Source: an optimization exercise on an open RTL-to-GDS flow (aim: small area and a short achievable clock period). Production flows keep margins and buffers that such runs may drop.
RTL that was checked went through simulation tests only; none was proved equivalent to the original.
The RTL of runs 1 to 4 was laid out without a check of its function.
Power figures rest on the tool's default switching activity, not on a simulated workload.

### design.v
package monitor_pkg;
    typedef enum logic [1:0] {
        OP_PUSH  = 2'd0,     
        OP_LOGIC = 2'd1,     
        OP_EDIT  = 2'd2,     
        OP_TIMER = 2'd3      
    } op_t;
    typedef struct packed {
        op_t        op;      
        logic       flag;    
        logic [4:0] arg;     
    } insn_t;
    typedef logic [12-1:0] timer_t;
    typedef logic [32-1:0] vec_t;
    typedef logic [8-1:0] pc_t;
endpackage
module scan_config #(
    parameter int mem_len = 32   
) (
    input  logic                      clk,
    input  logic                      scan_reset,       
    input  logic                      scan_en,          
    input  logic                      scan_in,
    input  monitor_pkg::pc_t          pc,
    output logic                      scan_out,
    output monitor_pkg::pc_t          cfg_prog_len,
    output logic [16-1:0] cfg_tick_len,
    output monitor_pkg::vec_t         cfg_check_mask,   
    output logic [15:0]               byte01,           
    output logic [15:0]               byte23            
);
    localparam int tick_lsb  = 8;
    localparam int mask_lsb  = tick_lsb + 16;
    localparam int mem_lsb   = mask_lsb + 32;
    localparam int chain_len = mem_lsb + 8 * mem_len;
    logic [chain_len-1:0] chain;
    logic                 do_shift;
    logic                 do_hold;
    assign do_shift = scan_en && !scan_reset;
    assign do_hold  = !scan_en && !scan_reset;
    always_ff @(posedge clk) begin
        chain <= ({chain[chain_len-2:0], scan_in} & {chain_len{do_shift}})
               | (chain & {chain_len{do_hold}});
    end
    assign scan_out       = chain[chain_len-1];
    assign cfg_prog_len   = chain[tick_lsb-1:0];
    assign cfg_tick_len   = chain[mask_lsb-1:tick_lsb];
    assign cfg_check_mask = chain[mem_lsb-1:mask_lsb];
    logic [8*mem_len+31:0] mem_ext;
    logic [mem_len-1:0]    sel;    
    assign mem_ext = {32'h0, chain[chain_len-1:mem_lsb]};
    assign byte01  = mem_ext[15:0];
    always_comb begin
        for (int i = 0; i < mem_len; i++) begin
            sel[i] = (pc == i);
        end
        byte23 = '0;
        for (int i = 0; i < mem_len; i++) begin
            byte23 = byte23 | (mem_ext[8*i+16 +: 16] & {16{sel[i]}});
        end
    end
endmodule
module tick_sequencer (
    input  logic                      clk,
    input  logic                      reset,
    input  logic                      scan_en,          
    input  logic                      scan_reset,       
    input  monitor_pkg::pc_t          cfg_prog_len,
    input  logic [16-1:0] cfg_tick_len,
    input  logic [15:0]               byte01,
    input  logic [15:0]               byte23,
    output monitor_pkg::pc_t          pc,
    output monitor_pkg::insn_t        insn,
    output logic [7:0]                imm,
    output logic                      event_setup,      
    output logic                      event_flush,      
    output logic                      prog_active
);
    logic                      running;
    logic [16-1:0] tick_cnt;
    logic                      hold;
    logic                      two_byte;
    monitor_pkg::pc_t          pc_next;
    logic [16-1:0] cnt_next;
    logic [16-1:0] last_next;    
    assign hold     = reset || scan_en;
    assign two_byte = insn.op == monitor_pkg::OP_TIMER && !insn.flag;
    always_comb begin
        if (event_setup) begin
            pc_next = '0;
        end else if (prog_active) begin
            pc_next = pc + (two_byte ? monitor_pkg::pc_t'(2) : monitor_pkg::pc_t'(1));
        end else begin
            pc_next = pc;
        end
        if (!running) begin
            cnt_next = tick_cnt;
        end else if (event_flush) begin
            cnt_next = '0;
        end else begin
            cnt_next = tick_cnt + 1'b1;
        end
        last_next = scan_reset ? '1 : cfg_tick_len - 1'b1;
    end
    always_ff @(posedge clk) begin
        if (hold) begin
            running     <= 1'b0;
            tick_cnt    <= '0;
            pc          <= '0;
            event_setup <= 1'b0;
            event_flush <= 1'b0;
            prog_active <= 1'b0;
        end else begin
            running     <= 1'b1;
            tick_cnt    <= cnt_next;
            pc          <= pc_next;
            event_setup <= cnt_next == '0;
            event_flush <= cnt_next == last_next;
            prog_active <= !scan_reset && cnt_next != '0 && pc_next < cfg_prog_len;
        end
    end
    always_ff @(posedge clk) begin
        if (event_setup) begin
            {imm, insn} <= byte01;
        end else if (prog_active) begin
            if (two_byte) begin
                {imm, insn} <= byte23;
            end else begin
                {imm, insn} <= {byte23[7:0], imm};
            end
        end
    end
endmodule
module timer_bank (
    input  logic       clk,
    input  logic       reset,
    input  logic       tick,         
    input  logic [4:0] insn_arg,     
    input  logic [7:0] imm,
    input  logic       reset_en,
    input  logic       stack_top,    
    output logic       cmp_result
);
    logic [8:0] timers [4];
    logic [8:0] sel_timer;
    logic       do_reset;
    assign sel_timer  = timers[insn_arg[1:0]];
    assign cmp_result = !sel_timer[8] &&
                        (insn_arg[2] ? sel_timer[7:0] == imm : sel_timer[7:0] < imm);
    assign do_reset = reset_en && stack_top;
    always_ff @(posedge clk) begin
        for (int i = 0; i < 4; i++) begin
            if (reset) begin
                timers[i] <= '0;
            end else if (do_reset && insn_arg[i]) begin
                timers[i] <= '0;
            end else if (tick && !timers[i][8]) begin
                timers[i] <= timers[i] + 1'b1;
            end
        end
    end
endmodule
module eval_stack (
    input  logic       clk,
    input  logic       clear,       
    input  logic       active,
    input  logic [7:0] insn,
    input  logic       input_bit,
    input  logic       cmp_result,
    output logic       stack_top
);
    localparam int depth = 6;
    logic [depth-1:0] stack;    
    logic             lut_bit;
    assign lut_bit   = insn[{stack[1], stack[0]}];
    assign stack_top = stack[0];
    always_ff @(posedge clk) begin
        if (clear) begin
            stack <= '0;
        end else if (active) begin
            case (insn[7:6])
                2'd0: stack <= {stack[depth-2:0], input_bit};
                2'd1: stack <= {1'b0, stack[depth-1:2], lut_bit};
                2'd2: ;
                2'd3: begin
                    if (insn[5]) begin
                        stack <= {1'b0, stack[depth-1:1]};
                    end else begin
                        stack <= {stack[depth-2:0], cmp_result};
                    end
                end
            endcase
        end
    end
endmodule
module io_frame (
    input  logic                      clk,
    input  logic                      reset,
    input  monitor_pkg::vec_t         inputs,
    input  logic                      setup,            
    input  logic                      flush,            
    input  logic [5-1:0] rd_addr,          
    input  logic                      edit_en,
    input  logic                      edit_val,
    input  logic                      stack_top,        
    input  monitor_pkg::vec_t         cfg_check_mask,
    output logic                      input_bit,
    output monitor_pkg::vec_t         outputs,
    output logic                      violation
);
    monitor_pkg::vec_t snapshot;   
    monitor_pkg::vec_t out_buf;    
    monitor_pkg::vec_t mismatch;
    assign input_bit = snapshot[rd_addr];
    assign mismatch  = (out_buf ^ snapshot) & cfg_check_mask;
    always_ff @(posedge clk) begin
        if (reset) begin
            snapshot <= '0;
            out_buf  <= '0;
        end else if (setup) begin
            snapshot <= inputs;
            out_buf  <= inputs;
        end else if (edit_en && stack_top) begin
            out_buf[rd_addr] <= edit_val;
        end
    end
    always_ff @(posedge clk) begin
        if (reset) begin
            outputs   <= '0;
            violation <= 1'b0;
        end else if (flush) begin
            outputs   <= out_buf;
            violation <= |mismatch;
        end
    end
endmodule
module monitor_top (
    input  logic              clk,
    input  logic              reset,
    input  logic              scan_in,
    input  logic              scan_en,
    input  logic              scan_reset,   
    input  monitor_pkg::vec_t inputs,
    output logic              scan_out,
    output monitor_pkg::vec_t outputs,
    output logic              violation,
    output logic              event_setup,
    output logic              event_flush
);
    monitor_pkg::pc_t          cfg_prog_len;
    logic [16-1:0] cfg_tick_len;
    monitor_pkg::vec_t         cfg_check_mask;
    logic [15:0]               byte01;
    logic [15:0]               byte23;
    monitor_pkg::insn_t        insn;
    logic [7:0]                imm;
    monitor_pkg::pc_t          pc;
    logic                      prog_active;
    logic                      edit_en;
    logic                      timer_reset_en;
    logic                      cmp_result;
    logic                      input_bit;
    logic                      stack_top;
    assign edit_en        = prog_active && insn.op == monitor_pkg::OP_EDIT;
    assign timer_reset_en = prog_active && insn.op == monitor_pkg::OP_TIMER && insn.flag;
    scan_config i_scan_config (
        .clk            (clk),
        .scan_reset     (scan_reset),
        .scan_en        (scan_en),
        .scan_in        (scan_in),
        .pc             (pc),
        .scan_out       (scan_out),
        .cfg_prog_len   (cfg_prog_len),
        .cfg_tick_len   (cfg_tick_len),
        .cfg_check_mask (cfg_check_mask),
        .byte01         (byte01),
        .byte23         (byte23)
    );
    tick_sequencer i_tick_sequencer (
        .clk          (clk),
        .reset        (reset),
        .scan_en      (scan_en),
        .scan_reset   (scan_reset),
        .cfg_prog_len (cfg_prog_len),
        .cfg_tick_len (cfg_tick_len),
        .byte01       (byte01),
        .byte23       (byte23),
        .pc           (pc),
        .insn         (insn),
        .imm          (imm),
        .event_setup  (event_setup),
        .event_flush  (event_flush),
        .prog_active  (prog_active)
    );
    timer_bank i_timer_bank (
        .clk        (clk),
        .reset      (reset),
        .tick       (event_flush),
        .insn_arg   (insn.arg),
        .imm        (imm),
        .reset_en   (timer_reset_en),
        .stack_top  (stack_top),
        .cmp_result (cmp_result)
    );
    eval_stack i_eval_stack (
        .clk        (clk),
        .clear      (event_setup),
        .active     (prog_active),
        .insn       (insn),
        .input_bit  (input_bit),
        .cmp_result (cmp_result),
        .stack_top  (stack_top)
    );
    io_frame i_io_frame (
        .clk            (clk),
        .reset          (reset),
        .inputs         (inputs),
        .setup          (event_setup),
        .flush          (event_flush),
        .rd_addr        (insn.arg),
        .edit_en        (edit_en),
        .edit_val       (insn.flag),
        .stack_top      (stack_top),
        .cfg_check_mask (cfg_check_mask),
        .input_bit      (input_bit),
        .outputs        (outputs),
        .violation      (violation)
    );
endmodule
### run.sh
#!/bin/bash
# synth_recipe.tcl (not shown) runs the flow's synth.tcl, then flattens the netlist and writes it again
# the make line also repeats each setting of config.mk as NAME=value (left out here)
make -C /OpenROAD-flow-scripts/flow DESIGN_CONFIG=/design/flow/config.mk WORK_HOME=/design/flow/orfs CLKGATE_MAP_FILE= SYNTH_SCRIPT=/design/flow/synth_recipe.tcl finish
### config.mk
export PLATFORM = sky130hd
export DESIGN_NAME = monitor_top
export DESIGN_NICKNAME = monitor_top
export VERILOG_FILES = /design/flow/design.v
export SDC_FILE = /design/flow/constraint.sdc
export NUM_CORES = 4
export LEC_CHECK = 0
export CAP_MARGIN = 20
export CORE_MARGIN = 2
export CORE_UTILIZATION = 40
export SETUP_SLACK_MARGIN = 3.5
export SLEW_MARGIN = 20
### constraint.sdc
create_clock -name core_clock -period 6.0 [get_ports {clk}]
set_input_delay 1.2000 -clock core_clock [delete_from_list [all_inputs] [get_ports {clk}]]
set_output_delay 1.2000 -clock core_clock [all_outputs]
set_load 0.01 [all_outputs]
==> run summary, run 1 <==
* Final Skew at around 0.036 ns
* Die H at 251.2 µm
* Drt initial violations at 2789
* Largest net degree at the start of global routing at around 210
* Tot Pwr at 7.289 mW
* Dpl ws at roughly 2.4 ns
* Global route overflow at 0
* Slowest cell on crit path: edfxtp_1
* Setup ws final at between 3 and 4 ns
* Post-synthesis register bit count at just under 500
* H-tree levels at 2
* DRT Wirelength at 99.09 mm
* P_leak at around 12 nW
* Crit path DAT at 3.43 ns
* Placer congestion estimate at ~0.99
* Dominant synthesized flop cell: dfxtp_1
* Crit path kind: register to register
* Status: no timing/DRC/antenna violations
* Gr busiest metal: met2
* Slew margin rel. at 0.3376
* Post-Syn Instances at 2730
* Fmax at roughly 350 MHz
* Tcrit/Tclk final at 0.4719
* Core Box Area at around 60000 µm²
* Initial antenna violation count at 0
* Worst setup SP type: register
* Clk root buf: clkbuf_16
* I/O Pins at 73
* Ys Warns at 6
* Clock Sinks at ~500
* First-pass iteration count of the detailed router at 10
* Final Setup Violations at 0
* Antenna-violating nets left at 0
* CTS clock-pin slew for the worst setup and hold paths at 0.06 ns
* Yosys cell types at 90
* Clock insertion delay at the later pin of the skew report at approximately 0.65 ns
* Top delay family on crit path: compound AO/OA/AOI/OAI gates
* Global Route met1 Usage at 0.4064
* CTS Buffer Depth at 3
* Crit path max fanout at 6
* Layout cell share with drive strength beyond 1 at 0.1814
* Critical-path cell list: buf_12, ha_4, a222oi_1, mux2i_1, ha_1, nor2b_1, o21a_1, o21a_1, o21ai_2, nand3_1, a21oi_2, o221a_2
* DRC violations left at 0
* Hold/Removal Path Class: register to register
* CP endpoint kind: register
* # diodes at 0
* CTS tree: yes
* Final Hold Fails at 0
* Post-Syn Area at ~24000 µm²
* Area Overhead vs Synth at 25.24%
* Fin crit period at approximately 2.8 ns
* Mean post-synth cell area at 8.955 µm²
* Slew @ Worst Pin at about 0.99 ns
* Final Instance Count excl. Fillers at 3703
* GRT Overall Usage at 0.3020
* First-pass GRT wire length at 144.1 mm
* Starting Density at 0.4050
* Fin Hold WS at 0.4863 ns
* Unrepaired setup endpoints after global routing: true
* Die X-Extent at about 250 µm
* Post-synth EDFFs at 16
* Mapped Nets at 2796
* Setup TNS at 0 ns
* Vias per std cell at ~6.2
* Max_cap viols at 0
* WP data required at around 6.6 ns
* Max-slew violations at 0
* Port bufs at slightly above 70
* Routed wire per std cell at 26.76 µm
* Fraction of registers with async set/reset at 0
* Critical path buffer and inverter count at 1
* Cts bufs inserted at 55
* Detailed-route via count at 23010
* Met2 usage at 0.4598
* Most frequent CP cell: o21a_1
* Site Rows at 90
* Nets at about 2900
* GRT met3 Usage at 0.05840
* Vias in the first global route at ~22000
* Post-synthesis sequential area ratio at 0.4119
* VDD IR-drop max at 0.2888 mV
* Detail Placement HPWL at roughly 66 mm
* Placed cells at between 3000 and 4000
* Hold buffer count at CTS at 0
* Worst path max stage delay at 0.42 ns
* Power Dens Cells at around 240 nW/µm²
* Die ar. at 63110 µm²
-- worst min-delay path, stage by stage, from the launching register on --
cell     delay [ns]
dfxtp_1        0.32
mux2i_1        0.06
nor2_1         0.07
-- layout make-up --
class | instances | area, µm²
clock buffers | 83 | 1612
clock inverters | 20 | 267.8
fillers | 5532 | 29740
inverters | 42 | 175.2
multi-input cells | 1994 | 14470
flip-flops and latches | 495 | 10120
well taps | 782 | 978.4
repair buffers | 287 | 2994
-- flip-flops by register name (all words and copies together) (netlist names), 6 cells and up --
signal / cells
i_io_frame.outputs: 32
i_tick_sequencer.imm: 8
i_eval_stack.stack: 6
i_io_frame.snapshot: 32
i_io_frame.out_buf: 32
i_tick_sequencer.insn: 8
i_tick_sequencer.pc: 8
i_timer_bank.timers: 36
i_scan_config.chain: 312
i_tick_sequencer.tick_cnt: 16
-- cells in the mapped netlist, types with 7 or more instances --
master	instances	area, µm²
or4_1	7	52.55
ha_1	28	350.3
a22o_1	23	201.4
a22oi_1	94	705.7
nor3_1	44	220.2
xor2_1	63	551.8
a32oi_1	14	122.6
mux2i_1	407	4074
nor2b_1	11	68.82
nand3_1	66	330.3
nand4_1	49	306.5
a21o_1	8	60.06
xnor2_1	27	236.5
a2111oi_0	8	70.07
buf_1	22	82.58
a211oi_1	11	82.58
o22ai_1	15	93.84
nor4_1	21	131.4
buf_2	31	155.2
and4_1	8	70.07
inv_1	40	150.1
dfxtp_1	479	9589
clkbuf_1	140	525.5
and3_1	25	156.4
a211o_1	8	70.07
a31oi_1	18	112.6
nor2_1	513	1926
nand2b_1	9	56.30
nand2_1	150	563.0
and2_1	8	50.05
a21oi_1	97	485.5
o21ai_0	47	235.2
mux2_2	8	90.09
edfxtp_1	16	480.5
o2bb2ai_1	9	78.83
a222oi_1	22	220.2
a221oi_1	22	192.7
o21a_1	16	120.1
o211ai_1	14	105.1
-- final timing paths --
check | from | cells after the start | endpoint | slack [ns]
worst min-delay path | i_io_frame.outputs[20] | 2 | i_io_frame.outputs[20] | 0.49
worst min register to register | i_io_frame.outputs[20] | 2 | i_io_frame.outputs[20] | 0.49
worst max register to register | i_tick_sequencer.insn[0] | 12 | i_eval_stack.stack[0] | 3.17
worst max-delay path | i_tick_sequencer.insn[0] | 12 | i_eval_stack.stack[0] | 3.17
-- through the flow --
stage                       util  cell area (µm²)
after floorplan                -            24600
after global placement    0.4277            25810
after detailed placement  0.4278            25820
after CTS                 0.4918            29690
after global routing      0.5073            30620
final                     0.5073            30620
-- where the power goes --
part	total, mW	internal [mW]	switching, mW
registers	3.36	3.33	0.0343
logic	0.425	0.165	0.260
clock network	3.50	2.04	1.46
total	7.29	5.54	1.75
-- per-layer routing --
metal,wire length [µm],vias up
met2,42460,1310
met3,9139,384
met4,6092,0
met5,0,-
met1,41390,11110
li1,-,10210
-- cells in the final DEF, fill, tap and decap left out, drive strengths merged, types with 18 or more instances in the layout --
cell           instances
nor2                 518
dfxtp                479
mux2i                407
buf                  207
nand2                150
a21oi                 97
a22oi                 94
clkbuf                87
nand3                 66
xor2                  63
nand4                 51
o21ai                 48
nor3                  46
inv                   43
clkdlybuf4s50         33
ha                    28
xnor2                 27
and3                  25
a22o                  23
nor4                  23
a222oi                22
a221oi                22
dlygate4sd2           21
a31oi                 18
-- logic make-up (layout without fill, tap and decap cells) --
family / after synthesis / count (layout) / share of synthesized area
adders and majority gates: 29 / 29 / 0.01515
muxes: 420 / 420 / 0.1749
DFF: 495 / 495 / 0.4119
AOI/OAI and AO/OA: 483 / 483 / 0.1424
xor gates and xnor gates: 90 / 90 / 0.03224
buffers and inverters: 242 / 432 / 0.04048
and+or+nand+nor: 971 / 972 / 0.1829
-- timing repair --
item / in CTS / in global routing
gates cloned: 10 / 5
gates resized for setup: 284 / 96
setup endpoints to repair: 127 / 95
setup buffers: 104 / 52
pin swaps: 62 / 45
==> run 2, diff against run 1 <==
--- a/design.v
+++ b/design.v
@@ -25,5 +25,8 @@
     output logic                      scan_out,
-    output monitor_pkg::pc_t          cfg_prog_len,
+    output logic                      cleared,          
+    output logic                      shifted,          
+    output monitor_pkg::pc_t          cfg_prog_len,     
     output logic [16-1:0] cfg_tick_len,
-    output monitor_pkg::vec_t         cfg_check_mask,   
+    output logic [16-1:0] cfg_tick_len_sh,  
+    output monitor_pkg::vec_t         cfg_check_mask,
     output logic [15:0]               byte01,           
@@ -35,18 +38,35 @@
     localparam int chain_len = mem_lsb + 8 * mem_len;
-    logic [chain_len-1:0] chain;
-    logic                 do_shift;
-    logic                 do_hold;
-    assign do_shift = scan_en && !scan_reset;
-    assign do_hold  = !scan_en && !scan_reset;
+    logic [chain_len-2:0] lag;        
+    logic                 top;        
+    logic                 lag_in;     
+    logic                 do_shift;   
+    logic                 do_hold;    
+    logic                 next_below_top;
     always_ff @(posedge clk) begin
-        chain <= ({chain[chain_len-2:0], scan_in} & {chain_len{do_shift}})
-               | (chain & {chain_len{do_hold}});
+        cleared <= scan_reset;
+        shifted <= scan_en;
+        lag_in  <= scan_in;
     end
-    assign scan_out       = chain[chain_len-1];
-    assign cfg_prog_len   = chain[tick_lsb-1:0];
-    assign cfg_tick_len   = chain[mask_lsb-1:tick_lsb];
-    assign cfg_check_mask = chain[mem_lsb-1:mask_lsb];
+    assign do_shift = shifted && !cleared;
+    assign do_hold  = !shifted && !cleared;
+    always_ff @(posedge clk) begin
+        lag <= ({lag[chain_len-3:0], lag_in} & {(chain_len-1){do_shift}})
+             | (lag & {(chain_len-1){do_hold}});
+    end
+    assign next_below_top = (lag[chain_len-3] & do_shift) | (lag[chain_len-2] & do_hold);
+    always_ff @(posedge clk) begin
+        if (scan_reset) begin
+            top <= 1'b0;
+        end else if (scan_en) begin
+            top <= next_below_top;
+        end
+    end
+    assign scan_out        = top;
+    assign cfg_prog_len    = lag[tick_lsb-1:0];
+    assign cfg_tick_len    = lag[mask_lsb-1:tick_lsb];
+    assign cfg_tick_len_sh = lag[mask_lsb-2:tick_lsb-1];
+    assign cfg_check_mask  = lag[mem_lsb-1:mask_lsb];
     logic [8*mem_len+31:0] mem_ext;
     logic [mem_len-1:0]    sel;    
-    assign mem_ext = {32'h0, chain[chain_len-1:mem_lsb]};
+    assign mem_ext = {32'h0, top, lag[chain_len-2:mem_lsb]};
     assign byte01  = mem_ext[15:0];
@@ -67,4 +87,7 @@
     input  logic                      scan_reset,       
+    input  logic                      cleared,          
+    input  logic                      shifted,          
     input  monitor_pkg::pc_t          cfg_prog_len,
     input  logic [16-1:0] cfg_tick_len,
+    input  logic [16-1:0] cfg_tick_len_sh,
     input  logic [15:0]               byte01,
@@ -82,23 +105,36 @@
     logic                      two_byte;
-    monitor_pkg::pc_t          pc_next;
-    logic [16-1:0] cnt_next;
-    logic [16-1:0] last_next;    
+    logic                      cnt_max;       
+    logic [16-1:0] tick_len_m2;
+    logic                      eq_len1, eq_len1_sh, eq_m1, eq_m2;
+    logic                      last_keep;     
+    logic                      last_clr;      
+    logic                      lt_now, lt_1, lt_2, lt_next;
     assign hold     = reset || scan_en;
     assign two_byte = insn.op == monitor_pkg::OP_TIMER && !insn.flag;
+    assign cnt_max  = &tick_cnt;
+    assign tick_len_m2 = cfg_tick_len - 2'd2;
+    assign eq_len1     = cfg_tick_len == 16'd1;
+    assign eq_len1_sh  = cfg_tick_len_sh == 16'd1;
+    assign eq_m2       = tick_cnt == tick_len_m2;           
+    assign eq_m1       = tick_cnt + 1'b1 == cfg_tick_len;   
     always_comb begin
-        if (event_setup) begin
-            pc_next = '0;
-        end else if (prog_active) begin
-            pc_next = pc + (two_byte ? monitor_pkg::pc_t'(2) : monitor_pkg::pc_t'(1));
+        if (running) begin
+            last_keep = event_flush ? eq_len1 : eq_m2;
+            last_clr  = event_flush ? 1'b0 : (tick_cnt == 16'hfffe);
         end else begin
-            pc_next = pc;
+            last_keep = shifted ? (eq_len1_sh && tick_cnt == '0) : eq_m1;
+            last_clr  = cnt_max;
         end
-        if (!running) begin
-            cnt_next = tick_cnt;
-        end else if (event_flush) begin
-            cnt_next = '0;
+    end
+    assign lt_now  = pc < cfg_prog_len;
+    assign lt_1    = monitor_pkg::pc_t'(pc + 1'b1) < cfg_prog_len;
+    assign lt_2    = monitor_pkg::pc_t'(pc + 2'd2) < cfg_prog_len;
+    always_comb begin
+        if (event_setup) begin
+            lt_next = cfg_prog_len != '0;
+        end else if (prog_active) begin
+            lt_next = two_byte ? lt_2 : lt_1;
         end else begin
-            cnt_next = tick_cnt + 1'b1;
+            lt_next = lt_now;
         end
-        last_next = scan_reset ? '1 : cfg_tick_len - 1'b1;
     end
@@ -113,8 +149,15 @@
         end else begin
-            running     <= 1'b1;
-            tick_cnt    <= cnt_next;
-            pc          <= pc_next;
-            event_setup <= cnt_next == '0;
-            event_flush <= cnt_next == last_next;
-            prog_active <= !scan_reset && cnt_next != '0 && pc_next < cfg_prog_len;
+            running <= 1'b1;
+            if (running) begin
+                tick_cnt <= event_flush ? '0 : tick_cnt + 1'b1;
+            end
+            if (event_setup) begin
+                pc <= '0;
+            end else if (prog_active) begin
+                pc <= pc + (two_byte ? monitor_pkg::pc_t'(2) : monitor_pkg::pc_t'(1));
+            end
+            event_setup <= running ? (event_flush || cnt_max) : (tick_cnt == '0);
+            event_flush <= (scan_reset || cleared) ? last_clr : last_keep;
+            prog_active <= !scan_reset && !cleared && running && !event_flush && !cnt_max
+                           && !shifted && lt_next;
         end
@@ -145,6 +188,18 @@
     logic [8:0] sel_timer;
+    logic [7:0] gt_bit;      
+    logic [7:0] eq_bit;
+    logic       cmp_lt;
+    logic       cmp_eq;
     logic       do_reset;
-    assign sel_timer  = timers[insn_arg[1:0]];
-    assign cmp_result = !sel_timer[8] &&
-                        (insn_arg[2] ? sel_timer[7:0] == imm : sel_timer[7:0] < imm);
+    assign sel_timer = timers[insn_arg[1:0]];
+    assign gt_bit    = imm & ~sel_timer[7:0];
+    assign eq_bit    = ~(imm ^ sel_timer[7:0]);
+    always_comb begin
+        cmp_lt = 1'b0;
+        for (int i = 0; i < 8; i++) begin
+            cmp_lt = gt_bit[i] | (eq_bit[i] & cmp_lt);
+        end
+    end
+    assign cmp_eq     = &eq_bit;
+    assign cmp_result = !sel_timer[8] && (insn_arg[2] ? cmp_eq : cmp_lt);
     assign do_reset = reset_en && stack_top;
@@ -206,2 +261,3 @@
     input  monitor_pkg::vec_t         cfg_check_mask,
+    input  logic                      cleared,          
     output logic                      input_bit,
@@ -232,3 +288,3 @@
             outputs   <= out_buf;
-            violation <= |mismatch;
+            violation <= |mismatch && !cleared;
         end
@@ -251,3 +307,6 @@
     logic [16-1:0] cfg_tick_len;
+    logic [16-1:0] cfg_tick_len_sh;
     monitor_pkg::vec_t         cfg_check_mask;
+    logic                      cleared;
+    logic                      shifted;
     logic [15:0]               byte01;
@@ -266,29 +325,35 @@
     scan_config i_scan_config (
-        .clk            (clk),
-        .scan_reset     (scan_reset),
-        .scan_en        (scan_en),
-        .scan_in        (scan_in),
-        .pc             (pc),
-        .scan_out       (scan_out),
-        .cfg_prog_len   (cfg_prog_len),
-        .cfg_tick_len   (cfg_tick_len),
-        .cfg_check_mask (cfg_check_mask),
-        .byte01         (byte01),
-        .byte23         (byte23)
+        .clk             (clk),
+        .scan_reset      (scan_reset),
+        .scan_en         (scan_en),
+        .scan_in         (scan_in),
+        .pc              (pc),
+        .scan_out        (scan_out),
+        .cleared         (cleared),
+        .shifted         (shifted),
+        .cfg_prog_len    (cfg_prog_len),
+        .cfg_tick_len    (cfg_tick_len),
+        .cfg_tick_len_sh (cfg_tick_len_sh),
+        .cfg_check_mask  (cfg_check_mask),
+        .byte01          (byte01),
+        .byte23          (byte23)
     );
     tick_sequencer i_tick_sequencer (
-        .clk          (clk),
-        .reset        (reset),
-        .scan_en      (scan_en),
-        .scan_reset   (scan_reset),
-        .cfg_prog_len (cfg_prog_len),
-        .cfg_tick_len (cfg_tick_len),
-        .byte01       (byte01),
-        .byte23       (byte23),
-        .pc           (pc),
-        .insn         (insn),
-        .imm          (imm),
-        .event_setup  (event_setup),
-        .event_flush  (event_flush),
-        .prog_active  (prog_active)
+        .clk             (clk),
+        .reset           (reset),
+        .scan_en         (scan_en),
+        .scan_reset      (scan_reset),
+        .cleared         (cleared),
+        .shifted         (shifted),
+        .cfg_prog_len    (cfg_prog_len),
+        .cfg_tick_len    (cfg_tick_len),
+        .cfg_tick_len_sh (cfg_tick_len_sh),
+        .byte01          (byte01),
+        .byte23          (byte23),
+        .pc              (pc),
+        .insn            (insn),
+        .imm             (imm),
+        .event_setup     (event_setup),
+        .event_flush     (event_flush),
+        .prog_active     (prog_active)
     );
@@ -324,2 +389,3 @@
         .cfg_check_mask (cfg_check_mask),
+        .cleared        (cleared),
         .input_bit      (input_bit),
==> run 2 against run 1 <==
Effect of this change:
- maximum frequency increased by 2.1%
- via count increased by 2.3%
- critical path depth decreased by 1
- total power increased by 0.50%
- clock skew decreased by 0.0064 ns
- still clean
==> run summary, run 2 <==
* Fraction of registers with async set/reset at 0
* R2R Path Start: i_tick_sequencer.pc[1]
* Post-synthesis register bit count at 498
* Antenna-violating nets left at 0
* Hold EP: i_eval_stack.stack[5]
* Tcrit/Tclk final at 0.4623
* Cts bufs inserted at 54
* Die ar. at 65760 µm²
* Post-layout util at 0.4862
* Crit path max fanout at 5
* Worst r2r dst: i_tick_sequencer.insn[2]
* Crit path kind: register to register
* H-tree levels at 2
* Largest registers: i_scan_config.lag (311), i_timer_bank.timers (36)
* Area Overhead vs Synth at 20.32%
* DRT Wirelength at around 99 mm
* Drt initial violations at slightly below 3000
* WP data required at between 6 and 7 ns
* Tot Pwr at between 7 and 8 mW
* VDD IR-drop max at 0.1856 mV
* Post-synth top area share at 0.3786
* CTS Buffer Depth at 3
* Most frequent cells in the layout: nor2_1, dfxtp_1, mux2i_1, nand2_1, buf_4
* Post-Syn Area at 25490 µm²
* Hold path cells at 2
* Max-slew violations at 0
* Unrepaired setup endpoints after global routing: true
* Core Box Area at 63080 µm²
* Max FFs per register at between 300 and 400
* Die H at 256.4 µm
* Dominant synthesized flop cell: dfxtp_1
* Worst path max stage delay at roughly 0.6 ns
* Clk root buf: clkbuf_16
* Detail Placement HPWL at 65.39 mm
* First-pass GRT wire length at 145.4 mm
* Yosys cell types at 87
* Status: no timing/DRC/antenna violations
* Nets at ~3000
* Largest net degree at the start of global routing at around 130
* Hold/Removal Path Class: register to register
* CTS tree: yes
* Global route overflow at 0
* Mean post-synth cell area at around 9 µm²
* Final Instance Count excl. Fillers at roughly 3800
* Final Hold Fails at 0
* Leading area contributor after synthesis: dfxtp_1
* GRT Overall Usage at 0.2884
* Post-synthesis sequential area ratio at 0.3974
* DRC violations left at 0
* Routed wire per std cell at between 20 and 30 µm
* Final Setup Violations at 0
* Post-synth EDFFs at 16
* Die X-Extent at 256.4 µm
* Worst setup SP type: register
* Layout cell share with drive strength beyond 1 at 0.1497
* Fmax at ~360 MHz
* Top cells by count, synth: nor2_1, dfxtp_1, mux2i_1
* Crit path DAT at approximately 3.2 ns
* Slew @ Worst Pin at 1.174 ns
* Most common cell after layout, fill and taps aside: nor2_1
* Vias per std cell at around 6.2
* Final Skew at roughly 0.03 ns
* Most frequent CP cell: buf_6
* Most common cell in the netlist: nor2_1
* Critical path buffer and inverter count at 4
* Synth area leaders: dfxtp_1, mux2i_1, nor2_1
* Slowest cell on crit path: or4_4
* Top delay family on crit path: simple AND/OR/NAND/NOR gates
* R2R Setup Slk at around 3.2 ns
* Port bufs at 72
* Vias in the first global route at 22230
* # diodes at 0
* Reg2reg path depth at 11
* Setup TNS at 0 ns
* Clock Sinks at between 400 and 500
* Largest register by flop count: i_scan_config.lag
* Post-Syn Instances at around 2900
* Fin crit period at roughly 2.8 ns
* Critical-path cell list: inv_4, ha_4, nor3b_4, buf_6, and2_4, buf_12, buf_6, a32oi_1, nand4_1, or4_4, a221o_1
* I/O Pins at 73
* Slew margin rel. at 0.2170
* First-pass iteration count of the detailed router at 10
* CTS clock-pin slew for the worst setup and hold paths at 0.06 ns
* Detailed-route via count at 23540
* P_leak at roughly 12 nW
* Power Dens Cells at between 200 and 250 nW/µm²
* Mapped Nets at approximately 3000
* Placer congestion estimate at between 0.9 and 1
* Clock insertion delay at the later pin of the skew report at about 0.63 ns
* Max_cap viols at 0
* Site Rows at just over 90
* CP endpoint kind: register
* Placed cells at 3582
* Ys Warns at 6
* Initial antenna violation count at 0
* Hold Path Origin: i_eval_stack.stack[5]
* Starting Density at 0.4041
-- run 2: changes by cell type in the layout (fill, tap and decap cells not counted), sizes merged, moves of 11 or more --
cell   previous run  this run
ha               28        49
buf             207       171
o21ai            48        61
nor2            518       497
a22o             23        10
xnor2            27        38
a31oi            18        34
nand2           150       172
xor2             63        79
inv              43        32
-- run 2: worst max path at each step --
stage / slack (ns) / endpoint / depth (start not counted) / from
global route: 3.17 / i_tick_sequencer.insn[2] / 11 / i_tick_sequencer.pc[1]
CTS: 3.26 / i_tick_sequencer.insn[2] / 11 / i_tick_sequencer.pc[1]
global placement: 2.37 / i_tick_sequencer.insn[2] / 8 / i_tick_sequencer.pc[4]
detailed placement: 2.32 / i_tick_sequencer.insn[2] / 8 / i_tick_sequencer.pc[4]
floorplan: 3.46 / i_eval_stack.stack[0] / 16 / i_tick_sequencer.insn[0]
finish: 3.23 / i_tick_sequencer.insn[2] / 11 / i_tick_sequencer.pc[1]
-- run 2: cells by family (layout without fill, tap and decap cells) --
group                      count (synthesis)  in the layout  synth area share
and+or+nand+nor                          990            995            0.1788
muxes                                    422            422            0.1727
AOI/OAI and AO/OA                        518            518            0.1431
DFF                                      498            498            0.3974
xor gates and xnor gates                 117            117           0.04020
buffers and inverters                    257            373           0.04295
adders and majority gates                 50             50           0.02484
-- run 2: where the power goes --
group          internal [mW]  switching (mW)
logic                  0.166           0.249
clock network           2.05            1.46
registers               3.35          0.0476
-- run 2: layout make-up --
type	count	area (µm²)
fillers	6061	32410
well taps	846	1059
clock buffers	77	1602
flip-flops and latches	498	10180
repair buffers	242	2354
multi-input cells	2102	15040
clock inverters	24	284.0
inverters	30	146.4
-- run 2: timing repair --
item | in CTS | in global routing
resized for setup | 183 | 83
gates cloned | 5 | 2
setup buffers | 97 | 32
pin swaps | 41 | 44
hold buffers | 0 | 0
setup endpoints to repair | 160 | 126
-- run 2: tightest hold or removal path, cell delays in order (launching register included) --
cell,delay [ns]
dfxtp_1,0.31
nand2_1,0.05
a21oi_1,0.05
-- run 2: metrics by stage --
stage | setup WS, ns | hold WS, ns | cell area, µm²
final | 3.226 | 0.4529 | 30670
after global routing | 3.170 | 0.4851 | 30670
after CTS | 3.255 | 0.4590 | 30040
after detailed placement | 2.324 | 0.4501 | 26680
after global placement | 2.368 | 0.4445 | 26680
after floorplan | 3.462 | 0.4312 | 25640
-- run 2: routing by layer --
metal / up-vias / track usage / share of wire
li1: 10520 / - / -
met2: 1282 / 0.4516 / 0.44
met1: 11310 / 0.3717 / 0.41
met3: 428 / 0.05101 / 0.084
met4: 0 / 0.1725 / 0.072
met5: - / 0 / 0
==> run 3, diff against run 2 <==
--- a/design.v
+++ b/design.v
@@ -45,8 +45,8 @@
     always_ff @(posedge clk) begin
-        cleared <= scan_reset;
-        shifted <= scan_en;
-        lag_in  <= scan_in;
+        do_shift <= scan_en && !scan_reset;
+        do_hold  <= !scan_en && !scan_reset;
+        lag_in   <= scan_in;
     end
-    assign do_shift = shifted && !cleared;
-    assign do_hold  = !shifted && !cleared;
+    assign cleared = !do_shift && !do_hold;
+    assign shifted = do_shift;
     always_ff @(posedge clk) begin
@@ -107,6 +107,6 @@
     logic [16-1:0] tick_len_m2;
-    logic                      eq_len1, eq_len1_sh, eq_m1, eq_m2;
+    logic                      eq_len1, eq_len1_sh, eq_m2;
     logic                      last_keep;     
     logic                      last_clr;      
-    logic                      lt_now, lt_1, lt_2, lt_next;
+    logic                      lt_next;
     assign hold     = reset || scan_en;
@@ -118,3 +118,2 @@
     assign eq_m2       = tick_cnt == tick_len_m2;           
-    assign eq_m1       = tick_cnt + 1'b1 == cfg_tick_len;   
     always_comb begin
@@ -122,11 +121,8 @@
             last_keep = event_flush ? eq_len1 : eq_m2;
-            last_clr  = event_flush ? 1'b0 : (tick_cnt == 16'hfffe);
+            last_clr  = !event_flush && tick_cnt == 16'hfffe;
         end else begin
-            last_keep = shifted ? (eq_len1_sh && tick_cnt == '0) : eq_m1;
-            last_clr  = cnt_max;
+            last_keep = shifted ? eq_len1_sh : eq_len1;
+            last_clr  = 1'b0;
         end
     end
-    assign lt_now  = pc < cfg_prog_len;
-    assign lt_1    = monitor_pkg::pc_t'(pc + 1'b1) < cfg_prog_len;
-    assign lt_2    = monitor_pkg::pc_t'(pc + 2'd2) < cfg_prog_len;
     always_comb begin
@@ -135,5 +131,6 @@
         end else if (prog_active) begin
-            lt_next = two_byte ? lt_2 : lt_1;
+            lt_next = two_byte ? monitor_pkg::pc_t'(pc + 2'd2) < cfg_prog_len
+                               : monitor_pkg::pc_t'(pc + 1'b1) < cfg_prog_len;
         end else begin
-            lt_next = lt_now;
+            lt_next = 1'b0;
         end
@@ -158,6 +155,6 @@
             end
-            event_setup <= running ? (event_flush || cnt_max) : (tick_cnt == '0);
+            event_setup <= !running || event_flush || cnt_max;
             event_flush <= (scan_reset || cleared) ? last_clr : last_keep;
             prog_active <= !scan_reset && !cleared && running && !event_flush && !cnt_max
-                           && !shifted && lt_next;
+                           && lt_next;
         end
@@ -187,19 +184,16 @@
     logic [8:0] timers [4];
-    logic [8:0] sel_timer;
-    logic [7:0] gt_bit;      
-    logic [7:0] eq_bit;
-    logic       cmp_lt;
-    logic       cmp_eq;
+    logic [4-1:0] cmp_lt;    
+    logic [4-1:0] cmp_eq;    
     logic       do_reset;
-    assign sel_timer = timers[insn_arg[1:0]];
-    assign gt_bit    = imm & ~sel_timer[7:0];
-    assign eq_bit    = ~(imm ^ sel_timer[7:0]);
     always_comb begin
-        cmp_lt = 1'b0;
-        for (int i = 0; i < 8; i++) begin
-            cmp_lt = gt_bit[i] | (eq_bit[i] & cmp_lt);
+        for (int t = 0; t < 4; t++) begin
+            cmp_lt[t] = 1'b0;
+            for (int i = 0; i < 8; i++) begin
+                cmp_lt[t] = (imm[i] & ~timers[t][i]) | (~(imm[i] ^ timers[t][i]) & cmp_lt[t]);
+            end
+            cmp_lt[t] = cmp_lt[t] & !timers[t][8];
+            cmp_eq[t] = timers[t] == {1'b0, imm};
         end
     end
-    assign cmp_eq     = &eq_bit;
-    assign cmp_result = !sel_timer[8] && (insn_arg[2] ? cmp_eq : cmp_lt);
+    assign cmp_result = insn_arg[2] ? cmp_eq[insn_arg[1:0]] : cmp_lt[insn_arg[1:0]];
     assign do_reset = reset_en && stack_top;
==> run 3 against run 2 <==
Effect of this change:
- non-clock buffer count decreased by 3
- critical path depth increased by 1
- largest cell class unchanged
- still clean on timing, DRC and antenna
- global-route usage increased by 1.4 points
- largest power group is now sequential cells
==> run summary, run 3 <==
* Final Instance Count excl. Fillers at between 3000 and 4000
* Placer congestion estimate at 0.9544
* Post-Syn Area at about 24000 µm²
* Core Box Area at 57920 µm²
* DRT Wirelength at between 90 and 100 mm
* GRT Overall Usage at 0.3019
* Routed wire per std cell at 27.69 µm
* Crit path max fanout at 7
* Detailed-route via count at about 22000
* CTS clock-pin slew for the worst setup and hold paths at around 0.07 ns
* CTS tree: yes
* Leading area contributor after synthesis: dfxtp_1
* Slew @ Worst Pin at between 0.9 and 1 ns
* H-tree levels at 2
* Post-synth top area share at 0.4100
* Reg power frac at 0.479
* CP endpoint kind: register
* Power Dens Cells at between 200 and 250 nW/µm²
* Site Rows at between 80 and 90
* Compound-Gate Fraction of Synth Area at 0.2621
* Post-synthesis register bit count at approximately 500
* Antenna-violating nets left at 0
* Largest registers: i_scan_config.lag (311), i_timer_bank.timers (36)
* Xor/xnor share of the synthesized area at 0.04094
* Initial antenna violation count at 0
* Synth Area in Simple Gates at 0.1329
* Unrepaired setup endpoints after global routing: true
* Vias in the first global route at 21200
* Tcrit/Tclk final at 0.4606
* Logic gate share of total power at 0.048
* Main combinational cell family by area after synthesis: compound AO/OA/AOI/OAI gates
* Hold/Removal Path Class: register to register
* Max FFs per register at 311
* First-pass GRT wire length at 138.4 mm
* Mux contribution to synthesized area at 0.05263
* CTS Buffer Depth at 3
* First-pass iteration count of the detailed router at 10
* Most common cell after layout, fill and taps aside: dfxtp_1
* Clk root buf: clkbuf_16
* Nets at 2709
* Sw Share at 0.2392
* Status: no timing/DRC/antenna violations
* Ys Warns at 6
* Worst setup SP type: register
* I/O Pins at 73
* Tot Pwr at 7.093 mW
* Synth Area in Adders at 0.03488
* Die H at 246.6 µm
* Setup TNS at 0 ns
* Max-slew violations at 0
* Clock insertion delay at the later pin of the skew report at around 0.62 ns
* Post-layout util at 0.4998
* Final Setup Violations at 0
* Die ar. at 60790 µm²
* Most common cell in the netlist: dfxtp_1
* Cts bufs inserted at 54
* Mapped Nets at between 2000 and 3000
* # diodes at 0
* Vias per std cell at around 6.4
* Post-synth EDFFs at 16
* Largest net degree at the start of global routing at 180
* Largest register by flop count: i_scan_config.lag
* Fmax at around 360 MHz
* Starting Density at 0.4064
* Fraction of registers with async set/reset at 0
* Slew margin rel. at 0.3580
* Drt initial violations at roughly 2700
* Psw at about 1.7 mW
* Global route overflow at 0
* Dominant synthesized flop cell: dfxtp_1
* Cell Int Power at 5.397 mW
* Fill cells at around 5400
* Post-synthesis sequential area ratio at 0.4304
* P_leak at 10.61 nW
* Post-Syn Instances at approximately 2500
* Placed cells at 3173
* Clock Power Share at 0.473
* Area Overhead vs Synth at 22.99%
* Top cells by count, synth: dfxtp_1, a22o_1, nor2_1
* Placed instance area at between 20000 and 25000 µm²
* Crit path DAT at around 3.1 ns
* Final Skew at 0.02593 ns
* DRC violations left at 0
* Port bufs at between 70 and 80
* Yosys cell types at 69
* Layout cell share with drive strength beyond 1 at 0.1623
* WP data required at between 6 and 7 ns
* Synth area leaders: dfxtp_1, a22o_1, mux2i_1
* Clock Sinks at between 400 and 500
* Final Hold Fails at 0
* VDD IR-drop max at ~0.21 mV
* Die X-Extent at between 200 and 250 µm
* Post-route cell area at 28950 µm²
* Most frequent cells in the layout: dfxtp_1, a22o_1, nor2_1, nand2_1, buf_4
* Max_cap viols at 0
* Detail Placement HPWL at just under 60 mm
* Fin crit period at roughly 2.8 ns
* Crit path kind: register to register
* Mean post-synth cell area at between 9 and 10 µm²
run 3: power by group through the flow:
stage / registers, mW / logic (mW) / clock network (mW)
after floorplan: 3.45 / 0.207 / 0
after global placement: 3.48 / 0.281 / 0
after detailed placement: 3.48 / 0.286 / 0
after CTS: 3.40 / 0.321 / 3.40
after global routing: 3.40 / 0.367 / 3.53
final: 3.40 / 0.343 / 3.35
run 3: cells by family after synthesis:
family,after synthesis
and+or+nand+nor,651
adders and majority gates,65
xor gates and xnor gates,110
AOI/OAI and AO/OA,816
muxes,109
DFF,498
buffers and inverters,266
run 3: area by class of cell:
cell class | instances | area [µm²] | area share
Clock buffer | 74 | 1496 | 0.05170
Multi-Input combinational cell | 1755 | 13220 | 0.4568
Sequential cell | 498 | 10180 | 0.3516
Inverter | 59 | 239.0 | 0.008256
Clock inverter | 25 | 261.5 | 0.009034
Timing Repair Buffer | 239 | 2590 | 0.08947
Tap cell | 765 | 957.2 | 0.03307
run 3: metal layers:
metal,routed length (µm),vias to the layer above,part of all wire,global-route usage
met2,40600,1275,0.43,0.4596
li1,-,9665,-,-
met1,37450,10640,0.40,0.3848
met4,6688,0,0.071,0.1797
met3,9818,392,0.10,0.07669
met5,0,-,0,0
run 3: timing repair:
item,in CTS,in global routing
cloned,15,3
setup buffers,94,31
pin swaps,48,47
resized for setup,223,89
setup endpoints to repair,109,47
hold buffers,0,0
run 3: worst paths after layout:
kind	startpoint	end	slack, ns	cells after the start
worst max-delay path	i_tick_sequencer.pc[0]	i_tick_sequencer.imm[1]	3.24	12
worst min-delay path	i_scan_config.lag_in	i_scan_config.lag[0]	0.44	1
worst max register to register	i_tick_sequencer.pc[0]	i_tick_sequencer.imm[1]	3.24	12
worst min register to register	i_scan_config.lag_in	i_scan_config.lag[0]	0.44	1
run 3: critical path: stages (launching register included):
cell	delay, ns
dfxtp_4	0.39
clkinvlp_4	0.15
ha_4	0.23
and2_4	0.16
buf_4	0.13
buf_6	0.13
buf_16	0.15
buf_4	0.19
nand3_1	0.09
o21ai_0	0.09
nor4_1	0.38
nand2_1	0.24
o221a_2	0.18
run 3: per-stage QoR:
stage | setup slack, ns | hold WS [ns]
2_1_floorplan | 3.491 | 0.4159
3_3_place_gp | 2.464 | 0.4313
3_5_place_dp | 2.299 | 0.4338
4_1_cts | 3.303 | 0.4480
5_1_grt | 3.227 | 0.4712
6_report | 3.237 | 0.4417
==> run 4, diff against run 3 <==
--- a/config.mk
+++ b/config.mk
@@ -10,2 +10,4 @@
 export CORE_UTILIZATION = 40
+export CTS_BUF_LIST = sky130_fd_sc_hd__clkbuf_4 sky130_fd_sc_hd__clkbuf_8
+export CTS_CLUSTER_SIZE = 25
 export SETUP_SLACK_MARGIN = 3.5
==> run 4 against run 3 <==
Effect of this change:
- flip-flop and latch count stayed put
- still clean
- total power is 1.3% higher
- largest power group is now the clock network
- maximum frequency is 3.3% higher
- clock skew is 0.0099 ns higher
- sequential power hardly changed
- first-iteration DRC count is 3.3% higher
- area after synthesis stayed put
- largest cell class unchanged
- clock power is 3% higher
==> run summary, run 4 <==
* Layout cell share with drive strength beyond 1 at 0.1908
* Crit path max fanout at 17
* Compound-Gate Fraction of Synth Area at 0.2621
* Drt initial violations at ~2800
* Post-route cell area at 28700 µm²
* Dominant synthesized flop cell: dfxtp_1
* Slew margin rel. at 0.3234
* Die X-Extent at between 200 and 250 µm
* Leading area contributor after synthesis: dfxtp_1
* CTS Buffer Depth at 3
* Die ar. at approximately 61000 µm²
* Synth Area in Simple Gates at 0.1329
* Hold/Removal Path Class: register to register
* Site Rows at 88
* VDD IR-drop max at roughly 0.16 mV
* Most common cell in the netlist: dfxtp_1
* CP endpoint kind: register
* Setup TNS at 0 ns
* Antenna-violating nets left at 0
* Post-synth EDFFs at 16
* Port bufs at a little over 70
* R2R Path Start: i_tick_sequencer.pc[0]
* R2R Setup Slk at about 3.3 ns
* Detailed-route via count at 22000
* Area Overhead vs Synth at 21.95%
* Mean post-synth cell area at slightly above 9 µm²
* Initial antenna violation count at 3
* Unrepaired setup endpoints after global routing: true
* GRT Overall Usage at 0.3009
* Fin crit period at about 2.7 ns
* Max FFs per register at slightly above 300
* Crit path kind: register to register
* Crit path DAT at between 3 and 4 ns
* Tot Pwr at about 7.2 mW
* Tcrit/Tclk final at 0.4459
* Clk root buf: clkbuf_8
* First-pass GRT wire length at around 140 mm
* Cts bufs inserted at 88
* Vias per std cell at approximately 6.4
* DRT Wirelength at 93.76 mm
* H-tree levels at 3
* Final Setup Violations at 0
* Mapped Nets at about 2600
* Final Skew at ~0.036 ns
* Post-synthesis sequential area ratio at 0.4304
* Die H at roughly 250 µm
* Post-layout util at 0.4956
* Ys Warns at 6
* Post-Syn Instances at between 2000 and 3000
* Max-slew violations at 0
* Post-synth top area share at 0.4100
* CTS clock-pin slew for the worst setup and hold paths at about 0.06 ns
* Max_cap viols at 0
* Main combinational cell family by area after synthesis: compound AO/OA/AOI/OAI gates
* Starting Density at 0.4064
* Core Box Area at a little under 60000 µm²
* First-pass iteration count of the detailed router at 7
* Yosys cell types at roughly 70
* Reg2reg path depth at 8
* Final Hold Fails at 0
* Synth Area in Adders at 0.03488
* CTS tree: yes
* Status: no timing/DRC/antenna violations
* Placed instance area at between 20000 and 25000 µm²
* Routed wire per std cell at between 20 and 30 µm
* Largest net degree at the start of global routing at between 150 and 200
* Global route overflow at 0
* Clock insertion delay at the later pin of the skew report at between 0.7 and 0.8 ns
* Largest registers: i_scan_config.lag (311), i_timer_bank.timers (36)
* Detail Placement HPWL at approximately 60 mm
* Fraction of registers with async set/reset at 0
* Post-synthesis register bit count at 498
* Fmax at between 300 and 400 MHz
* Post-Syn Area at approximately 24000 µm²
* Power Dens Cells at around 250 nW/µm²
* Nets at 2716
* Mux contribution to synthesized area at 0.05263
* Clock Sinks at approximately 500
* Most common cell after layout, fill and taps aside: dfxtp_1
* WP data required at roughly 6.5 ns
* Top cells by count, synth: dfxtp_1, a22o_1, nor2_1
* DRC violations left at 0
* Slew @ Worst Pin at between 1 and 1.5 ns
* P_leak at around 10 nW
* Hold EP: i_scan_config.lag[0]
* I/O Pins at between 70 and 80
* Hold Path Origin: i_scan_config.lag_in
* Hold path cells at 1
* Worst r2r dst: i_tick_sequencer.insn[3]
* Synth area leaders: dfxtp_1, a22o_1, mux2i_1
* Placer congestion estimate at around 0.95
* Largest register by flop count: i_scan_config.lag
* Xor/xnor share of the synthesized area at 0.04094
* Most frequent cells in the layout: dfxtp_1, a22o_1, nor2_1, nand2_1, a21oi_1
* Hold buffer count at CTS at 0
* Worst setup SP type: register
* Vias in the first global route at between 20000 and 25000
run 4: cell count changes in the layout (fill, tap and decap cells not counted), moves of 13 or more:
cell and delta:
buf_4 -19, clkbuf_8 +101, clkbuf_4 +30, clkbuf_1 -13, buf_2 +26, clkbuf_16 -54, dlygate4sd2_1 -33
run 4: how the worst max path moves through the flow:
stage / start / end / slack [ns] / cells after the start
after floorplan: i_tick_sequencer.pc[2] / i_tick_sequencer.prog_active / 3.49 / 14
after global placement: i_tick_sequencer.pc[4] / i_tick_sequencer.imm[7] / 2.46 / 8
after detailed placement: i_tick_sequencer.pc[4] / i_tick_sequencer.imm[7] / 2.30 / 8
after CTS: i_tick_sequencer.pc[4] / i_tick_sequencer.imm[7] / 3.37 / 9
after global routing: i_tick_sequencer.insn[5] / i_tick_sequencer.imm[0] / 3.27 / 11
final: i_tick_sequencer.pc[0] / i_tick_sequencer.insn[3] / 3.32 / 8
run 4: cells by family after synthesis:
group / count (synthesis)
XOR/XNOR: 110
multiplexers: 109
flip-flops: 498
adder cells (fa/ha/maj): 65
AO/OA/AOI/OAI: 816
AND/OR/NAND/NOR: 651
buffers and inverters: 266
run 4: report_power, final:
group | internal [mW] | switching, mW
Sequential | 3.35 | 0.0490
Clock | 1.96 | 1.49
Combinational | 0.118 | 0.216
Total | 5.43 | 1.76
run 4: per-layer routing:
metal	GRT usage	vias up	routed length, µm
li1	-	9687	-
met1	0.3878	10550	37030
met2	0.4560	1374	40630
met3	0.07702	389	9963
met4	0.1712	0	6141
met5	0	-	0
run 4: area by class of cell:
| cell class | instances | area (µm²) |
|---|---|---|
| fillers | 5451 | 29220 |
| flip-flops and latches | 498 | 10190 |
| clock inverters | 20 | 197.7 |
| diodes | 1 | 2.502 |
| inverters | 59 | 236.5 |
| well taps | 765 | 957.2 |
| repair buffers | 213 | 2273 |
| clock buffers | 139 | 1725 |
| multi-input cells | 1754 | 13120 |
run 4: what timing repair did:
| action | in CTS | in global routing |
|---|---|---|
| buffers inserted | 78 | 23 |
| gates cloned | 12 | 3 |
| endpoints found under the setup margin | 109 | 61 |
| resized for setup | 313 | 74 |
| pin swaps | 46 | 45 |
run 4: worst max-delay path, cell delays in order, from the launching register on:
cell and delay (ns):
dfxtp_4 0.36, ha_2 0.32, and2_4 0.23, buf_4 0.23, a222oi_1 0.47, nor2_1 0.11
nor4_2 0.15, nand3_1 0.19, a221o_1 0.36
run 4: stage by stage:
step	hold WS, ns	setup slack, ns	std cells
after CTS	0.4482	3.374	3422
after global routing	0.4712	3.266	3449
after global placement	0.4313	2.464	3173
final	0.4406	3.325	3449
after detailed placement	0.4338	2.299	3173
after floorplan	0.4159	3.491	2515
==> run 5, diff against run 4 <==
--- a/design.v
+++ b/design.v
@@ -23,3 +23,3 @@
     input  logic                      scan_in,
-    input  monitor_pkg::pc_t          pc,
+    input  logic [mem_len-1:0]        pc_hot,           
     output logic                      scan_out,
@@ -69,3 +69,2 @@
     logic [8*mem_len+31:0] mem_ext;
-    logic [mem_len-1:0]    sel;    
     assign mem_ext = {32'h0, top, lag[chain_len-2:mem_lsb]};
@@ -73,8 +72,5 @@
     always_comb begin
-        for (int i = 0; i < mem_len; i++) begin
-            sel[i] = (pc == i);
-        end
         byte23 = '0;
         for (int i = 0; i < mem_len; i++) begin
-            byte23 = byte23 | (mem_ext[8*i+16 +: 16] & {16{sel[i]}});
+            byte23 = byte23 | (mem_ext[8*i+16 +: 16] & {16{pc_hot[i]}});
         end
@@ -94,3 +90,3 @@
     input  logic [15:0]               byte23,
-    output monitor_pkg::pc_t          pc,
+    output logic [32-1:0]   pc_hot,           
     output monitor_pkg::insn_t        insn,
@@ -99,2 +95,4 @@
     output logic                      event_flush,      
+    output logic                      setup,            
+    output logic                      flush,
     output logic                      prog_active
@@ -120,4 +118,4 @@
         if (running) begin
-            last_keep = event_flush ? eq_len1 : eq_m2;
-            last_clr  = !event_flush && tick_cnt == 16'hfffe;
+            last_keep = flush ? eq_len1 : eq_m2;
+            last_clr  = !flush && tick_cnt == 16'hfffe;
         end else begin
@@ -127,8 +125,8 @@
     end
+    logic [5:0] pc_left;      
     always_comb begin
-        if (event_setup) begin
+        if (setup) begin
             lt_next = cfg_prog_len != '0;
         end else if (prog_active) begin
-            lt_next = two_byte ? monitor_pkg::pc_t'(pc + 2'd2) < cfg_prog_len
-                               : monitor_pkg::pc_t'(pc + 1'b1) < cfg_prog_len;
+            lt_next = two_byte ? pc_left > 6'd2 : pc_left > 6'd1;
         end else begin
@@ -138,2 +136,14 @@
     always_ff @(posedge clk) begin
+        if (setup) begin
+            pc_hot  <= 32'(1);
+            pc_left <= (cfg_prog_len > 8'd32) ? 6'd32 : 6'(cfg_prog_len);
+        end else if (two_byte) begin
+            pc_hot  <= pc_hot << 2;
+            pc_left <= pc_left - 6'd2;
+        end else begin
+            pc_hot  <= pc_hot << 1;
+            pc_left <= pc_left - 6'd1;
+        end
+    end
+    always_ff @(posedge clk) begin
         if (hold) begin
@@ -141,5 +151,4 @@
             tick_cnt    <= '0;
-            pc          <= '0;
-            event_setup <= 1'b0;
-            event_flush <= 1'b0;
+            setup       <= 1'b0;
+            flush       <= 1'b0;
             prog_active <= 1'b0;
@@ -148,12 +157,7 @@
             if (running) begin
-                tick_cnt <= event_flush ? '0 : tick_cnt + 1'b1;
+                tick_cnt <= flush ? '0 : tick_cnt + 1'b1;
             end
-            if (event_setup) begin
-                pc <= '0;
-            end else if (prog_active) begin
-                pc <= pc + (two_byte ? monitor_pkg::pc_t'(2) : monitor_pkg::pc_t'(1));
-            end
-            event_setup <= !running || event_flush || cnt_max;
-            event_flush <= (scan_reset || cleared) ? last_clr : last_keep;
-            prog_active <= !scan_reset && !cleared && running && !event_flush && !cnt_max
+            setup       <= !running || flush || cnt_max;
+            flush       <= (scan_reset || cleared) ? last_clr : last_keep;
+            prog_active <= !scan_reset && !cleared && running && !flush && !cnt_max
                            && lt_next;
@@ -162,10 +166,12 @@
     always_ff @(posedge clk) begin
-        if (event_setup) begin
+        event_setup <= !reset && !scan_en && (!running || flush || cnt_max);
+        event_flush <= !reset && !scan_en && ((scan_reset || cleared) ? last_clr : last_keep);
+    end
+    always_ff @(posedge clk) begin
+        if (setup) begin
             {imm, insn} <= byte01;
-        end else if (prog_active) begin
-            if (two_byte) begin
-                {imm, insn} <= byte23;
-            end else begin
-                {imm, insn} <= {byte23[7:0], imm};
-            end
+        end else if (two_byte) begin
+            {imm, insn} <= byte23;
+        end else begin
+            {imm, insn} <= {byte23[7:0], imm};
         end
@@ -309,4 +315,6 @@
     logic [7:0]                imm;
-    monitor_pkg::pc_t          pc;
+    logic [32-1:0]   pc_hot;
     logic                      prog_active;
+    logic                      setup;
+    logic                      flush;
     logic                      edit_en;
@@ -323,3 +331,3 @@
         .scan_in         (scan_in),
-        .pc              (pc),
+        .pc_hot          (pc_hot),
         .scan_out        (scan_out),
@@ -346,3 +354,3 @@
         .byte23          (byte23),
-        .pc              (pc),
+        .pc_hot          (pc_hot),
         .insn            (insn),
@@ -351,2 +359,4 @@
         .event_flush     (event_flush),
+        .setup           (setup),
+        .flush           (flush),
         .prog_active     (prog_active)
@@ -356,3 +366,3 @@
         .reset      (reset),
-        .tick       (event_flush),
+        .tick       (flush),
         .insn_arg   (insn.arg),
@@ -365,3 +375,3 @@
         .clk        (clk),
-        .clear      (event_setup),
+        .clear      (setup),
         .active     (prog_active),
@@ -376,4 +386,4 @@
         .inputs         (inputs),
-        .setup          (event_setup),
-        .flush          (event_flush),
+        .setup          (setup),
+        .flush          (flush),
         .rd_addr        (insn.arg),
--- a/config.mk
+++ b/config.mk
@@ -9,5 +9,5 @@
 export CORE_MARGIN = 2
-export CORE_UTILIZATION = 40
-export CTS_BUF_LIST = sky130_fd_sc_hd__clkbuf_4 sky130_fd_sc_hd__clkbuf_8
-export CTS_CLUSTER_SIZE = 25
+export CORE_UTILIZATION = 65
+export CTS_CLUSTER_DIAMETER = 80
+export CTS_CLUSTER_SIZE = 30
 export SETUP_SLACK_MARGIN = 3.5
==> run 5 against run 4 <==
Effect of this change:
- design area is 15% lower
- clock skew is 0.0090 ns lower
- combinational power decreased by 4%
- worst hold slack improved by 0.036 ns
- flip-flop and latch count rose by 30
- via count down 8.6%
- clock power is 41% lower
- first-iteration DRC count is 6.9% higher
- synthesized cell count is 5.2% lower
- critical path type unchanged
- largest power group is now sequential cells
==> run summary, run 5 <==
* Status: no timing/DRC/antenna violations
* I/O Pins at 73
* Detail Placement HPWL at 47.66 mm
* Tcrit/Tclk final at 0.4187
* Largest net degree at the start of global routing at between 150 and 200
* Detailed-route via count at 20100
* Nets at between 2000 and 2500
* Die ar. at 36420 µm²
* Fmax at between 300 and 400 MHz
* Final Setup Violations at 0
* Setup ws final at roughly 3.5 ns
* P_leak at around 9.1 nW
* Die X-Extent at ~190 µm
* Most frequent cells in the layout: dfxtp_1, a22o_1, nand2_1, a22oi_1, nor2_1
* Top Layer Used: met4
* Crit path DAT at about 3.0 ns
* Area Overhead vs Synth at 7.566%
* Max FFs per register at 311
* Fill cells at 2659
* Crit path kind: register to register
* Top cells by count, synth: dfxtp_1, a22o_1, nand2_1
* Synth area leaders: dfxtp_1, a22o_1, a22oi_1
* Routed wl met3 at ~9 mm
* Fin crit period at about 2.5 ns
* Critical-path cell list: a22oi_1, nand4_1, nor4_1, a211oi_1, a21o_1
* Setup TNS at 0 ns
* CTS Buffer Depth at 3
* Die H at 190.8 µm
* Clock insertion delay at the later pin of the skew report at roughly 0.60 ns
* Wl on met1 at 29.00 mm
* Antenna-violating nets left at 0
* Largest registers: i_scan_config.lag (311), i_timer_bank.timers (36)
* CP Launch Point: i_tick_sequencer.pc_hot[21]
* Clk root buf: clkbuf_16
* Fraction of registers with async set/reset at 0
* Port bufs at between 70 and 80
* Power Dens Cells at 245.1 nW/µm²
* Most common cell in the netlist: dfxtp_1
* Met2 wire length at roughly 31 mm
* DRC violations left at 0
* Worst path max stage delay at ~0.9 ns
* Dpl ws at ~2.5 ns
* Hold Path Origin: i_eval_stack.stack[5]
* GRT Overall Usage at 0.3897
* Cts bufs inserted at 24
* Slew @ Worst Pin at approximately 1.1 ns
* Mapped Nets at 2469
* Initial antenna violation count at 0
* # diodes at 0
* First-pass GRT wire length at 111.0 mm
* Crit path max fanout at 18
* Layout cell share with drive strength beyond 1 at 0.05236
* First-pass iteration count of the detailed router at 8
* Post-synthesis sequential area ratio at 0.4663
* Max_cap viols at 0
* Clock Sinks at between 500 and 600
* Multi-input combinational cell area at 11220 µm²
* Vias per std cell at roughly 7.2
* Unrepaired setup endpoints after global routing: false
* Post-Syn Instances at between 2000 and 2500
* Placer congestion estimate at ~0.95
* WP data required at around 6.5 ns
* Global route overflow at 0
* Most common cell after layout, fill and taps aside: dfxtp_1
* Post-synth EDFFs at 1
* Fin Hold WS at around 0.48 ns
* Yosys cell types at 65
* Site Rows at 68
* Worst setup SP type: register
* CTS clock-pin slew for the worst setup and hold paths at about 0.11 ns
* CP endpoint kind: register
* Post-layout util at 0.7083
* Final Hold Fails at 0
* Core Box Area at approximately 34000 µm²
* Ys Warns at 6
* Routed wire per std cell at around 26 µm
* Leading area contributor after synthesis: dfxtp_1
* Starting Density at 0.6585
* Dominant synthesized flop cell: dfxtp_1
* Slowest cell on crit path: nor4_1
* Final Skew at between 0.02 and 0.03 ns
* H-tree levels at 1
* Post-synthesis register bit count at approximately 530
* Hold buffer count at CTS at 0
* Tot Pwr at 5.981 mW
* Post-synth top area share at 0.4650
* CTS tree: yes
* Vias in the first global route at between 15000 and 20000
* Register area at ~11000 µm²
* DRT Wirelength at ~72 mm
* Slew margin rel. at 0.2916
* Hold/Removal Path Class: register to register
* Max-slew violations at 0
* Largest register by flop count: i_scan_config.lag
* R2R Path Start: i_tick_sequencer.pc_hot[21]
* VDD IR-drop max at between 0.2 and 0.3 mV
* Drt initial violations at between 2000 and 3000
* Mean post-synth cell area at between 9 and 10 µm²
* Post-Syn Area at about 23000 µm²
## run 5: cell types whose count changed after synthesis, sizes merged, moves of 27 or more
cell    change
a22oi      +63
buf        -27
clkbuf     +28
dfxtp      +45
mux2i      -32
nand2      +51
nor2       -57
## run 5: critical path: cells and delay by family (launching register included)
family             cells  cell delay, ns
AOI/OAI and AO/OA      3            0.69
DFF                    1            0.65
and+or+nand+nor        2            1.06
## run 5: cell type report
cell class / count / area share
clock inverter: 11 / 0.006716
sequential: 528 / 0.4345
tap: 455 / 0.02333
multi-input combinational: 1601 / 0.4599
timing repair buffer: 117 / 0.04255
clock buffer: 27 / 0.02589
inverter: 46 / 0.007177
## run 5: routing by layer
| layer | vias to the layer above | GRT usage |
|---|---|---|
| met4 | 0 | 0.1869 |
| met1 | 9586 | 0.5362 |
| li1 | 8827 | - |
| met2 | 1380 | 0.5748 |
| met5 | - | 0 |
| met3 | 310 | 0.09367 |
## run 5: path summary, 6_finish.rpt
check	cells after the start	endpoint	slack, ns
min	2	i_eval_stack.stack[5]	0.48
min reg2reg	2	i_eval_stack.stack[5]	0.48
max	5	i_tick_sequencer.imm[3]	3.49
max reg2reg	5	i_tick_sequencer.imm[3]	3.49
## run 5: where the power goes
group / leakage, nW / switching [mW] / internal, mW
Sequential: 4.27 / 0.0622 / 3.55
Combinational: 4.41 / 0.215 / 0.107
Clock: 0.388 / 1.20 / 0.844
Total: 9.07 / 1.48 / 4.50
## run 5: what timing repair did
| item | CTS | global route |
|---|---|---|
| pin swaps | 0 | 1 |
| resized for setup | 49 | 15 |
| setup buffers | 2 | 1 |
| endpoints found under the setup margin | 136 | 39 |
## run 5: through the flow
stage / std cells / instance area (µm²)
after floorplan: 2383 / 22690
after global placement: 2744 / 23520
after detailed placement: 2744 / 23520
after CTS: 2784 / 24340
after global routing: 2785 / 24410
final: 2785 / 24410
## run 5: cells by family after synthesis
family	count (synthesis)	share of synthesized area
AO/OA/AOI/OAI	822	0.2773
AND/OR/NAND/NOR	576	0.1190
flip-flops	528	0.4663
buffers and inverters	254	0.04285
XOR/XNOR	88	0.03397
multiplexers	66	0.03353
adder cells (fa/ha/maj)	49	0.02702

## afterwards: timing with drivers on the ports
How much do the figures lean on ideal ports? The routed layouts below were timed once more, with nothing changed but the port constraints.
Step 1: set_driving_cell puts a clkbuf_16 on clk and a buf_2 on each other input, an assumption about the parent block.
Step 2 also shifts input and output timing later by t, the mid clock arrival at the registers, as if the neighbouring blocks saw the same clock.
a / b / c = no drivers / after step 1 / after step 2; a / b = the first two.
| run | t, ns | setup slack, ns | worst hold slack (ns) | worst setup path after step 2 |
|---|---|---|---|---|
| run 1 | 0.693 | 3.168 / 3.168 / 2.793 | 0.486 / 0.486 / 0.486 | input to register |
| run 2 | 0.685 | 3.226 / 3.226 / 2.970 | 0.453 / 0.453 / 0.453 | input to register |
| run 3 | 0.665 | 3.237 / 3.237 / 3.007 | 0.442 / 0.442 / 0.442 | input to register |
| run 4 | 0.748 | 3.325 / 3.325 / 3.000 | 0.441 / 0.441 / 0.441 | input to register |
| run 5 | 0.645 | 3.488 / 3.476 / 3.128 | 0.476 / 0.476 / 0.476 | input to register |
After both steps every run listed still meets setup and hold. The setup slack of run 1, which loses most, moves by 0.000 ns with the drivers and by -0.375 ns with both steps.
